What follows belongs to an exercise in optimizing a design on an open flow for small area and a short achievable clock period; a production flow would make more cautious choices. Power and IR drop assume default switching activity.

== run A ==
## wb_order_restorer
module wb_order_restorer
#(
  parameter int DEPTH = 8,
  parameter int XLEN  = 32
) (
  input  logic                    clk,
  input  logic                    rst_i,
  input  logic                    in_valid_i,
  output logic                    in_ready_o,
  input  logic                    order_change_i,
  input  logic                    l1_valid_i,
  input  logic [XLEN-1:0]         l1_pc_i,
  input  logic [rv_pkg::REG_ADDR_W-1:0]   l1_rd_i,
  input  logic                    l1_we_i,
  input  logic [XLEN-1:0]         l1_data_i,
  input  logic                    l2_valid_i,
  input  logic [XLEN-1:0]         l2_pc_i,
  input  logic [rv_pkg::REG_ADDR_W-1:0]   l2_rd_i,
  input  logic                    l2_we_i,
  input  logic [XLEN-1:0]         l2_data_i,
  output logic                    c0_valid_o,
  output logic [XLEN-1:0]         c0_pc_o,
  output logic [rv_pkg::REG_ADDR_W-1:0]   c0_rd_o,
  output logic                    c0_we_o,
  output logic [XLEN-1:0]         c0_data_o,
  output logic                    c1_valid_o,
  output logic [XLEN-1:0]         c1_pc_o,
  output logic [rv_pkg::REG_ADDR_W-1:0]   c1_rd_o,
  output logic                    c1_we_o,
  output logic [XLEN-1:0]         c1_data_o,
  input  logic                    commit_ready_i,
  output logic [$clog2(DEPTH):0]  occupancy_o
);
export LEC_CHECK = 0
export CAP_MARGIN = 20
export CORE_MARGIN = 2
export CORE_UTILIZATION = 60
export SETUP_SLACK_MARGIN = 2.2
export SLEW_MARGIN = 20
create_clock -name core_clock -period 4.6 [get_ports {clk}]
standard.sh (not shown) runs the stock make flow with config.mk's settings and CLKGATE_MAP_FILE= SYNTH_SCRIPT=/design/flow/synth_recipe.tcl, a recipe that flattens the netlist after the stock synthesis.
==> flow/flow/run.sh <==
#!/bin/bash
# The standard synthesis and layout (standard.sh), except that from
# floorplan on the delay cells (clkdlybuf4s*, dlygate4sd*, dlymetal6s*) are
# added to the platform's don't-use list, so port buffering and repair use
# plain buffers. Synthesis runs first, unchanged. Each tool's output goes to a
# log file in this folder.
set -euo pipefail
bash standard.sh synth > synth.log 2>&1
# The platform's own don't-use list, as ORFS computes it for this config.
plat=$(make -C "$FLOW_HOME" DESIGN_CONFIG="$FLOW_CONFIG" WORK_HOME="$PWD/orfs" \
         print-DONT_USE_CELLS 2> print_dont_use.log | sed -n 's/^DONT_USE_CELLS: //p')
if [[ -z "$plat" ]]; then
  echo "could not read the platform's DONT_USE_CELLS" >&2
  exit 1
fi
dly=""
for c in clkdlybuf4s15_1 clkdlybuf4s15_2 clkdlybuf4s18_1 clkdlybuf4s18_2 \
         clkdlybuf4s25_1 clkdlybuf4s25_2 clkdlybuf4s50_1 clkdlybuf4s50_2 \
         dlygate4sd1_1 dlygate4sd2_1 dlygate4sd3_1 \
         dlymetal6s2s_1 dlymetal6s4s_1 dlymetal6s6s_1; do
  dly="$dly sky130_fd_sc_hd__$c"
done
echo "DONT_USE_CELLS=$plat$dly" > dont_use.txt
bash standard.sh "DONT_USE_CELLS=$plat$dly" finish > layout.log 2>&1
> inputs changed (run A -> run B)
Settings: CORE_UTILIZATION: 60 -> 70; SETUP_SLACK_MARGIN: 2.2 -> 2.3.
Results
- Total power: run B below run A
- Per the comparison of run B with run A, post-route worst setup slack went up, setup TNS held, sequential cell area share climbed 0.28 points.
- Inserted tap cell count: run B vs run A down 14%
- Total power per unit cell area was lower in run B than in run A.
The following lists how run C was set up differently from run B:
Settings: CORE_UTILIZATION now 60, was 70.
Findings:
- Per the final summary, run C finished and its layout is clean on timing, DRC and antenna.
- Run B: full flow OK, the timing, DRC and antenna checks passed
- Compared with run B, run C shows a higher global-route wire length before repair.
- Going from run B to run C, post-layout minimum cycle time higher, synthesized net count ~0 delta.
- Run C: number of tapcells is about 17% higher than what run B reported.
- Higher area added between synthesis and finish among run C and run B: run C
- Fraction of power consumed by combinational cells came out lower on run C than on run B.
Function was not checked in any run of this note: the RTL went through the layout flow alone.


The RTL this note starts from:
==> flow/design.v <==
package rv_pkg;
  localparam int REG_ADDR_W  = 5;
  localparam int COMMIT_XLEN = 32;
  typedef struct packed {
    logic [COMMIT_XLEN-1:0] pc;
    logic [REG_ADDR_W-1:0]  rd;
    logic                   we;
    logic [COMMIT_XLEN-1:0] data;
  } commit_entry_t;
  function automatic commit_entry_t force_fields(input commit_entry_t e, input logic valid);
    force_fields = e;
    if (!valid) force_fields = '0;
    else if (e.rd == '0) force_fields = {e.pc, e.rd, 1'b0, e.data};
  endfunction
endpackage
module commit_fifo_2w
#(
  parameter int DEPTH = 6
) (
  input  logic                  clk,
  input  logic                  rst_i,
  input  logic                  wr_open,   
  input  logic [1:0]            wr_cnt,    
  input  rv_pkg::commit_entry_t wr0,       
  input  rv_pkg::commit_entry_t wr1,       
  input  logic [1:0]            rd_cnt,    
  output rv_pkg::commit_entry_t rd_e,      
  output rv_pkg::commit_entry_t rd_o,      
  output logic                  rd_swap    
);
  localparam int HD = DEPTH / 2;
  logic [69:0]      mem_e [0:HD-1];   
  logic [69:0]      mem_o [0:HD-1];
  logic [DEPTH-1:0] wr_ptr, rd_ptr;   
  logic             wr_odd, rd_odd;
  logic [HD-1:0]    wi_e, wi_o, ri_e, ri_o;
  logic [69:0]      din_e, din_o;
  function automatic logic [DEPTH-1:0] rot(input logic [DEPTH-1:0] p, input logic [1:0] n);
    case (n)
      2'd1:    rot = {p[DEPTH-2:0], p[DEPTH-1]};
      2'd2:    rot = {p[DEPTH-3:0], p[DEPTH-1:DEPTH-2]};
      default: rot = p;
    endcase
  endfunction
  always_ff @(posedge clk or posedge rst_i) begin
    if (rst_i) begin
      wr_ptr <= DEPTH'(1);
      rd_ptr <= DEPTH'(1);
      wr_odd <= 1'b0;
      rd_odd <= 1'b0;
    end else begin
      wr_ptr <= rot(wr_ptr, wr_cnt);
      rd_ptr <= rot(rd_ptr, rd_cnt);
      wr_odd <= wr_odd ^ wr_cnt[0];
      rd_odd <= rd_odd ^ rd_cnt[0];
    end
  end
  always_comb begin
    for (int j = 0; j < HD; j++) begin
      wi_e[j] = wr_ptr[2 * j] | wr_ptr[(2 * j + DEPTH - 1) % DEPTH];
      wi_o[j] = wr_ptr[2 * j] | wr_ptr[2 * j + 1];
      ri_e[j] = rd_ptr[2 * j] | rd_ptr[(2 * j + DEPTH - 1) % DEPTH];
      ri_o[j] = rd_ptr[2 * j] | rd_ptr[2 * j + 1];
    end
  end
  assign din_e = wr_odd ? wr1 : wr0;
  assign din_o = wr_odd ? wr0 : wr1;
  always_ff @(posedge clk) begin
    for (int j = 0; j < HD; j++) begin
      if (wr_open && wi_e[j]) mem_e[j] <= din_e;
      if (wr_open && wi_o[j]) mem_o[j] <= din_o;
    end
  end
  always_comb begin
    rd_e = '0;
    rd_o = '0;
    for (int j = 0; j < HD; j++) begin
      rd_e = rd_e | ({70{ri_e[j]}} & mem_e[j]);
      rd_o = rd_o | ({70{ri_o[j]}} & mem_o[j]);
    end
  end
  assign rd_swap = rd_odd;
endmodule
module wb_order_restorer
#(
  parameter int DEPTH = 8,
  parameter int XLEN  = 32
) (
  input  logic                    clk,
  input  logic                    rst_i,
  input  logic                    in_valid_i,
  output logic                    in_ready_o,
  input  logic                    order_change_i,
  input  logic                    l1_valid_i,
  input  logic [XLEN-1:0]         l1_pc_i,
  input  logic [rv_pkg::REG_ADDR_W-1:0]   l1_rd_i,
  input  logic                    l1_we_i,
  input  logic [XLEN-1:0]         l1_data_i,
  input  logic                    l2_valid_i,
  input  logic [XLEN-1:0]         l2_pc_i,
  input  logic [rv_pkg::REG_ADDR_W-1:0]   l2_rd_i,
  input  logic                    l2_we_i,
  input  logic [XLEN-1:0]         l2_data_i,
  output logic                    c0_valid_o,
  output logic [XLEN-1:0]         c0_pc_o,
  output logic [rv_pkg::REG_ADDR_W-1:0]   c0_rd_o,
  output logic                    c0_we_o,
  output logic [XLEN-1:0]         c0_data_o,
  output logic                    c1_valid_o,
  output logic [XLEN-1:0]         c1_pc_o,
  output logic [rv_pkg::REG_ADDR_W-1:0]   c1_rd_o,
  output logic                    c1_we_o,
  output logic [XLEN-1:0]         c1_data_o,
  input  logic                    commit_ready_i,
  output logic [$clog2(DEPTH):0]  occupancy_o
);
  localparam int CW = $clog2(DEPTH) + 1;
  logic [DEPTH:0]  occ, occ_pop, occ_nx;    
  logic [CW-1:0]   count, count_nx;
  logic            ready, c0_valid, c1_valid;
  logic            cr, accept, both;
  logic            z, one, three, ge2, ge3, ge4;
  logic            rem_ge2, rem_one;
  logic [1:0]      push_cnt, t_wr_cnt, t_rd_cnt;
  logic            n0_l2, n1_l2;
  logic            rd_swap;
  rv_pkg::commit_entry_t lane1, lane2, n0, n1, t0, t1, rd_e, rd_o, h0, h1;
  assign cr     = commit_ready_i;
  assign accept = in_valid_i & ready;
  assign both   = l1_valid_i & l2_valid_i;
  assign push_cnt = accept ? {both, l1_valid_i ^ l2_valid_i} : 2'd0;
  assign z     = occ[0];
  assign one   = occ[1];
  assign three = occ[3];
  assign ge2   = ~(occ[0] | occ[1]);
  assign ge3   = ~(occ[0] | occ[1] | occ[2]);
  assign ge4   = ~(occ[0] | occ[1] | occ[2] | occ[3]);
  assign rem_ge2 = cr ? ge4 : ge2;
  assign rem_one = cr ? three : one;
  always_comb begin
    occ_pop = occ;
    if (cr) occ_pop = {2'b00, occ[DEPTH:3], occ[2] | occ[1] | occ[0]};
    case (push_cnt)
      2'd1:    occ_nx = {occ_pop[DEPTH-1:0], 1'b0};
      2'd2:    occ_nx = {occ_pop[DEPTH-2:0], 2'b00};
      default: occ_nx = occ_pop;
    endcase
    count_nx = '0;
    for (int k = 0; k <= DEPTH; k++)
      if (occ_nx[k]) count_nx = count_nx | CW'(k);
  end
  always_ff @(posedge clk or posedge rst_i) begin
    if (rst_i) begin
      occ      <= (DEPTH+1)'(1);
      count    <= '0;
      ready    <= 1'b1;
      c0_valid <= 1'b0;
      c1_valid <= 1'b0;
    end else begin
      occ      <= occ_nx;
      count    <= count_nx;
      ready    <= ~(occ_nx[DEPTH] | occ_nx[DEPTH-1]);
      c0_valid <= ~occ_nx[0];
      c1_valid <= ~(occ_nx[0] | occ_nx[1]);
    end
  end
  assign lane1 = {l1_pc_i, l1_rd_i, l1_we_i & (l1_rd_i != '0), l1_data_i};
  assign lane2 = {l2_pc_i, l2_rd_i, l2_we_i & (l2_rd_i != '0), l2_data_i};
  assign n0_l2 = order_change_i ? l2_valid_i : ~l1_valid_i;
  assign n1_l2 = ~order_change_i;
  assign n0    = n0_l2 ? lane2 : lane1;
  assign n1    = n1_l2 ? lane2 : lane1;
  assign t_rd_cnt = (cr & ge3) ? {ge4, ~ge4} : 2'd0;
  assign t_wr_cnt = rem_ge2 ? push_cnt : {1'b0, rem_one & push_cnt[1]};
  commit_fifo_2w #(.DEPTH(DEPTH - 2)) u_fifo (
    .clk     (clk),
    .rst_i   (rst_i),
    .wr_open (ready),
    .wr_cnt  (t_wr_cnt),
    .wr0     (rem_ge2 ? n0 : n1),
    .wr1     (n1),
    .rd_cnt  (t_rd_cnt),
    .rd_e    (rd_e),
    .rd_o    (rd_o),
    .rd_swap (rd_swap)
  );
  assign t0 = rd_swap ? rd_o : rd_e;
  assign t1 = rd_swap ? rd_e : rd_o;
  always_ff @(posedge clk) begin
    if (cr | z)       h0 <= ge3 ? t0 : n0;
    if (cr | z | one) h1 <= ge4 ? t1 : (rem_one ? n0 : n1);
  end
  assign in_ready_o  = ready;
  assign c0_valid_o  = c0_valid;
  assign c0_pc_o     = h0.pc;
  assign c0_rd_o     = h0.rd;
  assign c0_we_o     = h0.we;
  assign c0_data_o   = h0.data;
  assign c1_valid_o  = c1_valid;
  assign c1_pc_o     = h1.pc;
  assign c1_rd_o     = h1.rd;
  assign c1_we_o     = h1.we;
  assign c1_data_o   = h1.data;
  assign occupancy_o = count;
endmodule
export LEC_CHECK = 0
export CAP_MARGIN = 20
export CORE_MARGIN = 2
export CORE_UTILIZATION = 40
export SETUP_SLACK_MARGIN = 1.5
export SLEW_MARGIN = 20
create_clock -name core_clock -period 4.6 [get_ports {clk}]
run.sh (not shown) runs the stock make flow with config.mk's settings and CLKGATE_MAP_FILE= SYNTH_SCRIPT=/design/flow/synth_recipe.tcl, a recipe that flattens the netlist after the stock synthesis.
Stock flow here: none of the scripts above is used.
Edit:
- SETUP_SLACK_MARGIN: 1.5 -> 2.3
The changed run finished clean.
Total power went up by about 6%.
Cell area goes up by about 4.3%.
Worst setup slack gets better by 0.65 ns.
Clock-buffer cell count rose by 2.
Global-route usage rose by 3.2 points.
Sequential power went down by 4.6%.
Via count grows by about 6%.
Non-clock buffer count rises by 39.
Flip-flop and latch count does not change.
Die area stays the same.
Wire length grows by 15%.
No functional check of the RTL was part of any run of this note.

## separate check: timing with driven ports
How much do the figures lean on ideal ports? The routed layouts below were timed once more, with nothing changed but the port constraints.
Step 1 sets driving cells, clkbuf_16 on the clock port and buf_2 on the other inputs (assumed; they add their load-dependent delay and slew).
Step 2 moves the port delays by t, midway between the first and last clock arrival at a register: inputs arrive t later, outputs are due t later. That takes back most of the time a late clock gives input paths.
Slacks: ideal / step 1 / step 2; pairs: ideal / step 1.
| run | t, ns | slack for setup (ns) | hold slack, ns |
|---|---|---|---|
| run A | 0.669 | 2.219 / 2.255 / 1.586 | 0.468 / 0.461 / 0.468 |
| run B | 0.665 | 2.290 / 2.288 / 1.643 | 0.457 / 0.423 / 0.466 |
| run C | 0.677 | 2.287 / 2.289 / 1.638 | 0.303 / 0.270 / 0.471 |
| the first run of note 2 | 0.693 | 1.630 / 1.666 / 0.973 | 0.449 / 0.417 / 0.499 |
| the second run of note 2 | 0.654 | 2.278 / 2.257 / 1.654 | 0.505 / 0.505 / 0.505 |
After both steps setup and hold are still met in every run listed. For the first run of note 2, which loses most, drivers alone change the setup slack by +0.036 ns; drivers and shift together by -0.657 ns.
